This design comes from an exercise in tuning for small area on the open sky130 flow, not from production work. In this exercise RTL edits were held to simulation tests only and were not proved equivalent to the original.

## the baseline
==> flow/design.v <==
`timescale 1ns/1ns
module fl_aoi222
(
    input  logic a0, b0, a1, b1, a2, b2,
    output logic y
);
    assign y = !((a0 && b0) || (a1 && b1) || (a2 && b2));
endmodule
module fl_aoi22
(
    input  logic a0, b0, a1, b1,
    output logic y
);
    assign y = !((a0 && b0) || (a1 && b1));
endmodule
module fl_nand4
(
    input  logic a, b, c, d,
    output logic y
);
    assign y = !(a && b && c && d);
endmodule
module fl_nand3
(
    input  logic a, b, c,
    output logic y
);
    assign y = !(a && b && c);
endmodule
module fl_or6
(
    input  logic [5:0] a,
    output logic       y
);
    assign y = |a;
endmodule
module fl_and2
(
    input  logic a, b,
    output logic y
);
    assign y = a && b;
endmodule
`timescale 1ns/1ns
module frame_loader
(
    input  logic                      clk,
    input  logic                      reset,
    input  logic                      serial_in,
    input  logic                      rd_req_req,
    input  logic [6-1:0]        rd_req_addr,
    output logic                      rd_rsp_ack,
    output logic [32-1:0]        rd_rsp_data
);
    localparam int NW = 63;
    logic [32-1:0] shift_q;
    logic               hunt;        
    logic               primed;      
    logic               sync_q;      
    logic [4:0]         bit_cnt;     
    logic               wv;          
    logic               wv2;         
    logic [5:0]         rot;         
    logic [5:0]         cnt;         
    logic               ready;
    logic               full;        
    logic               pend;        
    logic [4:0]         wr_ph;       
    logic               wr_pt;       
    logic [15:0]        frame_count;
    logic [32-1:0] hold_q;
    logic [32-1:0] ring [0:NW-1];
    logic               ack_q;
    logic [32-1:0] rd_data_q;
    logic [32-1:0] shift_next;
    logic               match;
    logic               frame_end;
    logic               wr_a;
    logic               wr_b;
    assign shift_next = {shift_q[32-2:0], serial_in};
    assign match      = hunt && primed && (shift_next == 32'hF9A42BB1);
    assign frame_end  = wv2 && (cnt == 6'd63);
    assign wr_a = pend && ((cnt == 6'd63) ? (rot == 6'd31) : (bit_cnt == wr_ph && !wr_pt));
    assign wr_b = pend && ((cnt == 6'd63) ? (rot == 6'd0)  : (bit_cnt == wr_ph &&  wr_pt));
    always_ff @(posedge clk or posedge reset)
    begin
        if (reset)
        begin
            hunt        <= 1'b1;
            primed      <= 1'b0;
            sync_q      <= 1'b0;
            bit_cnt     <= '0;
            wv          <= 1'b0;
            wv2         <= 1'b0;
            rot         <= '0;
            cnt         <= '0;
            ready       <= 1'b0;
            full        <= 1'b0;
            pend        <= 1'b0;
            frame_count <= '0;
        end
        else
        begin
            sync_q  <= match;
            wv      <= !hunt && (bit_cnt == 5'd30);
            wv2     <= wv;
            rot     <= (rot == 6'd0) ? 6'd62 : rot - 6'd1;
            bit_cnt <= match ? 5'd31 : bit_cnt + 5'd1;
            pend    <= (pend && !wr_a && !wr_b) || wv;
            if (bit_cnt == 5'd30)
                primed <= 1'b1;
            if (match)
                hunt <= 1'b0;
            else if (frame_end)
                hunt <= 1'b1;
            if (frame_end)
                full <= 1'b1;
            if (wv)
                cnt <= (cnt == 6'd63) ? 6'd1 : cnt + 6'd1;
            if (sync_q)
                ready <= 1'b0;
            else if (wv && cnt == 6'd62)
                ready <= 1'b1;
            if (wv && cnt == 6'd62)
                frame_count <= frame_count + 16'd1;
        end
    end
    always_ff @(posedge clk)
    begin
        shift_q <= shift_next;
        if (wv)
            hold_q <= shift_q;
        if (wv && (cnt == 6'd63 || cnt == 6'd0))
        begin
            wr_ph <= rot[4:0];
            wr_pt <= rot[5];
        end
        for (int s = 0; s < NW; s++)
            ring[s] <= ring[(s + 1) % NW];
        if (wr_a)
            ring[30] <= hold_q;
        if (wr_b)
            ring[62] <= hold_q;
    end
    logic [5:0]         addr;
    logic [6:0]         sum;
    logic [5:0]         slot;
    logic               rd_start;
    logic               is_status;
    logic               addr_eq;
    logic               addr_lt;
    logic               sel_hold;
    logic               sel_ring;
    logic [NW-1:0]      sel;         
    logic               sel_h;       
    logic               sel_s;       
    logic               sel_k;       
    logic [32-1:0] status;
    logic [32-1:0] rd_next;
    assign addr = rd_req_addr;
    assign sum  = {1'b0, addr[0], addr[5:1]} + {1'b0, rot};
    assign slot = (sum >= 7'd63) ? 6'(sum - 7'd63) : sum[5:0];
    assign rd_start  = rd_req_req && !ack_q;
    assign is_status = (addr == '0);
    assign addr_eq   = (addr == cnt);
    assign addr_lt   = (addr < cnt);
    assign sel_hold  = !is_status && addr_eq && pend && !wv2;
    assign sel_ring  = !is_status && (addr_lt || (addr_eq && (!pend || (wv2 && full))) || (!addr_lt && !addr_eq && full));
    logic [7:0] dec_hi;
    logic [7:0] dec_lo;
    always_comb
    begin
        for (int h = 0; h < 8; h++)
            dec_hi[h] = rd_start && sel_ring && (slot[5:3] == 3'(h));
        for (int l = 0; l < 8; l++)
            dec_lo[l] = (slot[2:0] == 3'(l));
    end
    for (genvar s = 0; s < NW; s++)
    begin : g_dec
        fl_and2 i_and (.a(dec_hi[s / 8]), .b(dec_lo[s % 8]), .y(sel[s]));
    end
    assign sel_h  = rd_start && sel_hold;
    assign sel_s  = rd_start && is_status;
    assign sel_k  = !rd_start;
    assign status = {frame_count, 15'd0, ready};
    for (genvar b = 0; b < 32; b++)
    begin : g_bit
        logic [21:0] n;
        logic [5:0]  p;
        for (genvar g = 0; g < 21; g++)
        begin : g_grp
            fl_aoi222 i_ao
            (
                .a0 (sel[3*g]),   .b0 (ring[3*g][b]),
                .a1 (sel[3*g+1]), .b1 (ring[3*g+1][b]),
                .a2 (sel[3*g+2]), .b2 (ring[3*g+2][b]),
                .y  (n[g])
            );
        end
        if (b == 0 || b >= 16)
        begin : g_st
            fl_aoi222 i_ao
            (
                .a0 (sel_h), .b0 (hold_q[b]),
                .a1 (sel_s), .b1 (status[b]),
                .a2 (sel_k), .b2 (rd_data_q[b]),
                .y  (n[21])
            );
        end
        else
        begin : g_nst
            fl_aoi22 i_ao
            (
                .a0 (sel_h), .b0 (hold_q[b]),
                .a1 (sel_k), .b1 (rd_data_q[b]),
                .y  (n[21])
            );
        end
        fl_nand4 i_n0 (.a(n[0]),  .b(n[1]),  .c(n[2]),  .d(n[3]),  .y(p[0]));
        fl_nand4 i_n1 (.a(n[4]),  .b(n[5]),  .c(n[6]),  .d(n[7]),  .y(p[1]));
        fl_nand4 i_n2 (.a(n[8]),  .b(n[9]),  .c(n[10]), .d(n[11]), .y(p[2]));
        fl_nand4 i_n3 (.a(n[12]), .b(n[13]), .c(n[14]), .d(n[15]), .y(p[3]));
        fl_nand3 i_n4 (.a(n[16]), .b(n[17]), .c(n[18]), .y(p[4]));
        fl_nand3 i_n5 (.a(n[19]), .b(n[20]), .c(n[21]), .y(p[5]));
        fl_or6   i_or (.a(p), .y(rd_next[b]));
    end
    always_ff @(posedge clk or posedge reset)
    begin
        if (reset)
            ack_q <= 1'b0;
        else
            ack_q <= rd_req_req;
    end
    always_ff @(posedge clk)
    begin
        rd_data_q <= rd_next;
    end
    assign rd_rsp_ack  = ack_q;
    assign rd_rsp_data = rd_data_q;
endmodule
clock: 10.0 ns
lec_check: 0
cap_margin: 20
core_margin: 2
core_utilization: 50
cts_cluster_diameter: 80
cts_cluster_size: 30
slew_margin: 20
synth_hierarchical: 1
synth_minimum_keep_size: 0
run.sh (not shown) runs the stock make flow with config.mk's settings and CLKGATE_MAP_FILE= SYNTH_SCRIPT=/design/flow/synth_recipe.tcl, a recipe that flattens the netlist after the stock synthesis.
Inputs modified between the baseline and the candidate:
diff --git a/flow/design.v b/flow/design.v
--- a/flow/design.v
+++ b/flow/design.v
@@ -34,11 +34,4 @@
 );
     assign y = |a;
-endmodule
-module fl_and2
-(
-    input  logic a, b,
-    output logic y
-);
-    assign y = a && b;
 endmodule
 `timescale 1ns/1ns
@@ -56,5 +49,4 @@
     logic [32-1:0] shift_q;
     logic               hunt;        
-    logic               primed;      
     logic               sync_q;      
     logic [4:0]         bit_cnt;     
@@ -79,5 +71,5 @@
     logic               wr_b;
     assign shift_next = {shift_q[32-2:0], serial_in};
-    assign match      = hunt && primed && (shift_next == 32'hF9A42BB1);
+    assign match      = hunt && (shift_next == 32'hF9A42BB1);
     assign frame_end  = wv2 && (cnt == 6'd63);
     assign wr_a = pend && ((cnt == 6'd63) ? (rot == 6'd31) : (bit_cnt == wr_ph && !wr_pt));
@@ -87,6 +79,6 @@
         if (reset)
         begin
+            shift_q     <= '0;
             hunt        <= 1'b1;
-            primed      <= 1'b0;
             sync_q      <= 1'b0;
             bit_cnt     <= '0;
@@ -98,8 +90,11 @@
             full        <= 1'b0;
             pend        <= 1'b0;
+            wr_ph       <= '0;
+            wr_pt       <= 1'b0;
             frame_count <= '0;
         end
         else
         begin
+            shift_q <= shift_next;
             sync_q  <= match;
             wv      <= !hunt && (bit_cnt == 5'd30);
@@ -108,6 +103,4 @@
             bit_cnt <= match ? 5'd31 : bit_cnt + 5'd1;
             pend    <= (pend && !wr_a && !wr_b) || wv;
-            if (bit_cnt == 5'd30)
-                primed <= 1'b1;
             if (match)
                 hunt <= 1'b0;
@@ -118,4 +111,9 @@
             if (wv)
                 cnt <= (cnt == 6'd63) ? 6'd1 : cnt + 6'd1;
+            if (wv && (cnt == 6'd63 || cnt == 6'd0))
+            begin
+                wr_ph <= rot[4:0];
+                wr_pt <= rot[5];
+            end
             if (sync_q)
                 ready <= 1'b0;
@@ -128,12 +126,6 @@
     always_ff @(posedge clk)
     begin
-        shift_q <= shift_next;
         if (wv)
             hold_q <= shift_q;
-        if (wv && (cnt == 6'd63 || cnt == 6'd0))
-        begin
-            wr_ph <= rot[4:0];
-            wr_pt <= rot[5];
-        end
         for (int s = 0; s < NW; s++)
             ring[s] <= ring[(s + 1) % NW];
@@ -167,16 +159,8 @@
     assign sel_hold  = !is_status && addr_eq && pend && !wv2;
     assign sel_ring  = !is_status && (addr_lt || (addr_eq && (!pend || (wv2 && full))) || (!addr_lt && !addr_eq && full));
-    logic [7:0] dec_hi;
-    logic [7:0] dec_lo;
     always_comb
     begin
-        for (int h = 0; h < 8; h++)
-            dec_hi[h] = rd_start && sel_ring && (slot[5:3] == 3'(h));
-        for (int l = 0; l < 8; l++)
-            dec_lo[l] = (slot[2:0] == 3'(l));
-    end
-    for (genvar s = 0; s < NW; s++)
-    begin : g_dec
-        fl_and2 i_and (.a(dec_hi[s / 8]), .b(dec_lo[s % 8]), .y(sel[s]));
+        for (int s = 0; s < NW; s++)
+            sel[s] = rd_start && sel_ring && (slot == 6'(s));
     end
     assign sel_h  = rd_start && sel_hold;
==> run notes <==
- Delta (the candidate minus the baseline): wire length of the first global-routing pass went up by about 1.2%, cell depth of the worst flop-to-flop path went down by 1, clock period minus worst slack went up by 0.12 ns, number of vias per cell went up by 0.39%.
- Summary: relative max-transition margin, the candidate worse than the baseline

-- afterwards: timing with drivers on the ports --
No port has a modelled driver above. Below, the same layouts with a new extraction and two added sets of constraints.
Step 1, drivers: a clkbuf_16 drives clk and a buf_2 each remaining input, both assumed.
Step 2, shift: input delay + t, output delay - t, t = (earliest + latest rising clock arrival at the registers) / 2. This alone moves slack from input paths to output paths.
Slacks: ideal / step 1 / step 2; pairs: ideal / step 1.
| run | t, ns | slack for setup (ns) | worst setup path after step 2 | clock arrival spread, ns |
|---|---|---|---|---|
| the baseline | 0.773 | 3.670 / 3.721 / 2.948 | input to register | 0.034 / 0.034 |
| the candidate | 0.764 | 3.550 / 3.597 / 2.833 | input to register | 0.028 / 0.028 |
After both steps setup and hold are still met in every run listed. For the baseline, which loses most, drivers alone change the setup slack by +0.051 ns; drivers and shift together by -0.722 ns.
